Context: an optimization exercise on an open-source flow, tuned for small area, a short achievable clock period and few clock cycles. The choices shown serve that exercise and are no tape-out recipe.
Function was checked by simulation only, so behaviour that the tests miss may differ from the original.

// five_channel_median_ema_conditioner
module five_channel_median_ema_conditioner #(
	parameter int WINDOW      = 5,
	parameter int CAL_SAMPLES = 60,
	parameter int FRAC_BITS   = 8
) (
	input  logic                              clk,
	input  logic                              arst_n,
	input  logic                              req_valid,
	output logic                              req_ready,
	input  logic                              req_type,
	input  logic signed [medema_pkg::SAMPLE_W-1:0] req_thumb,
	input  logic signed [medema_pkg::SAMPLE_W-1:0] req_index,
	input  logic signed [medema_pkg::SAMPLE_W-1:0] req_middle,
	input  logic signed [medema_pkg::SAMPLE_W-1:0] req_ring,
	input  logic signed [medema_pkg::SAMPLE_W-1:0] req_pinky,
	output logic                              rsp_valid,
	input  logic                              rsp_ready,
	output logic                              rsp_kind,
	output logic [medema_pkg::SAMPLE_W-1:0]   rsp_bend_thumb,
	output logic [medema_pkg::SAMPLE_W-1:0]   rsp_bend_index,
	output logic [medema_pkg::SAMPLE_W-1:0]   rsp_bend_middle,
	output logic [medema_pkg::SAMPLE_W-1:0]   rsp_bend_ring,
	output logic [medema_pkg::SAMPLE_W-1:0]   rsp_bend_pinky,
	output logic signed [medema_pkg::SAMPLE_W-1:0] rsp_rest_thumb,
	output logic signed [medema_pkg::SAMPLE_W-1:0] rsp_rest_index,
	output logic signed [medema_pkg::SAMPLE_W-1:0] rsp_rest_middle,
	output logic signed [medema_pkg::SAMPLE_W-1:0] rsp_rest_ring,
	output logic signed [medema_pkg::SAMPLE_W-1:0] rsp_rest_pinky,
	input  logic                              cfg_valid,
	output logic                              cfg_ready,
	input  logic [medema_pkg::ALPHA_W-1:0]    cfg_alpha
);
	localparam int NCH = 5;
	logic              anz_q;
	logic [4:0]        a_one_q, b_one_q, ae_one_q, be_one_q;
	logic [3:0]        a_two_q, b_two_q, a_neg_q, b_neg_q;
  ...
Size in the first run: ~11,000 cells after synthesis, about 1,000 flip-flops, ~260 I/O pins.
make LEC_CHECK=0 CAP_MARGIN=20 CORE_MARGIN=2 CORE_UTILIZATION=50 SETUP_SLACK_MARGIN=4.0 SLEW_MARGIN=20 finish   # period 10.0 ns
run.sh (not shown) runs the stock make flow with config.mk's settings and CLKGATE_MAP_FILE= SYNTH_SCRIPT=/design/flow/synth_recipe.tcl, a recipe that flattens the netlist after the stock synthesis.
Testbench counts at the start, summed over its fixed seeds: cycles 2,472.
Then changed:
--- a/flow/config.mk
+++ b/flow/config.mk
@@ -9,4 +9,4 @@
 export CORE_MARGIN = 2
 export CORE_UTILIZATION = 50
-export SETUP_SLACK_MARGIN = 4.0
+export SETUP_SLACK_MARGIN = 5
 export SLEW_MARGIN = 20
Routed wire length is higher by 5.6%.
Count of clock-buffer cells in the layout came out higher by 2.
Die area does not change.
Sequential cell count is unchanged.
Cell area rises by 6.9%.
First-iteration DRC count came out higher by 4.4%.
Worst setup slack improved by 0.50 ns.
Final cell count increases by 2.5%.
Then changed:
--- a/flow/config.mk
+++ b/flow/config.mk
@@ -9,4 +9,4 @@
 export CORE_MARGIN = 2
 export CORE_UTILIZATION = 50
-export SETUP_SLACK_MARGIN = 5
+export SETUP_SLACK_MARGIN = 4.4
 export SLEW_MARGIN = 20
Outcome: The new run went through all stages and came out clean. Clock skew is higher by 0.021 ns. Synthesized cell count is unchanged. Global-route usage decreases by 0.89 points. Count of clock-buffer cells in the layout went up by 7. Die area is unchanged. Utilization decreases by 3.0 points. Routed wire length went down by about 3%. Non-clock buffer count came out lower by 255. Setup slack loses 0.22 ns.
Then changed:
--- a/flow/config.mk
+++ b/flow/config.mk
@@ -8,5 +8,5 @@
 export CAP_MARGIN = 20
 export CORE_MARGIN = 2
-export CORE_UTILIZATION = 50
-export SETUP_SLACK_MARGIN = 4.4
+export CORE_UTILIZATION = 40
+export SETUP_SLACK_MARGIN = 5
 export SLEW_MARGIN = 20
=>
- The changed run passed the timing, design-rule and antenna checks
- maximum frequency rises by 3.4%
- area after synthesis does not change
- hold slack is worse by 0.0071 ns
- sequential share of layout area falls by 1.3 points
- design area rises by 5.6%
- final cell count rises by about 7%
- die area rises by 25%
Then changed:
--- a/flow/config.mk
+++ b/flow/config.mk
@@ -8,5 +8,6 @@
 export CAP_MARGIN = 20
 export CORE_MARGIN = 2
-export CORE_UTILIZATION = 40
+export CORE_UTILIZATION = 50
+export PLACE_DENSITY = 0.7
 export SETUP_SLACK_MARGIN = 5
 export SLEW_MARGIN = 20
Effect:
- The changed run ran to the end with no violations
- fmax hardly moves
- cell count is lower by 4.7%
- wire length went down by 1.2%
- setup slack hardly moves
- worst hold slack is worse by 0.0053 ns
- clock skew drops by 0.020 ns

-- port drivers added, routing unchanged --
No port has a modelled driver above. Below, the same layouts with a new extraction and two added sets of constraints. Step 1, drivers: a clkbuf_16 drives clk and a buf_2 each remaining input, both assumed. Step 2 moves the port delays by t, midway between the first and last clock arrival at a register: inputs arrive t later, outputs are due t later. That takes back most of the time a late clock gives input paths. a / b / c = ideal ports / drivers / drivers and shift; a / b = the first two.
run	shift t [ns]	setup WS [ns]	clock arrival spread, ns	cell pins on the clock port's net
the first run	0.912	4.123 / 3.982 / 3.270	0.053 / 0.052	1
the second run	0.915	4.619 / 4.619 / 4.089	0.048 / 0.049	1
the third run	0.900	4.403 / 4.403 / 3.658	0.069 / 0.070	1
the fourth run	0.898	4.588 / 4.588 / 4.142	0.084 / 0.084	1
the fifth run	0.922	4.587 / 4.587 / 4.128	0.062 / 0.062	1
After both steps setup and hold are still met in every run listed. For the first run, which loses most, drivers alone change the setup slack by -0.141 ns; drivers and shift together by -0.853 ns.
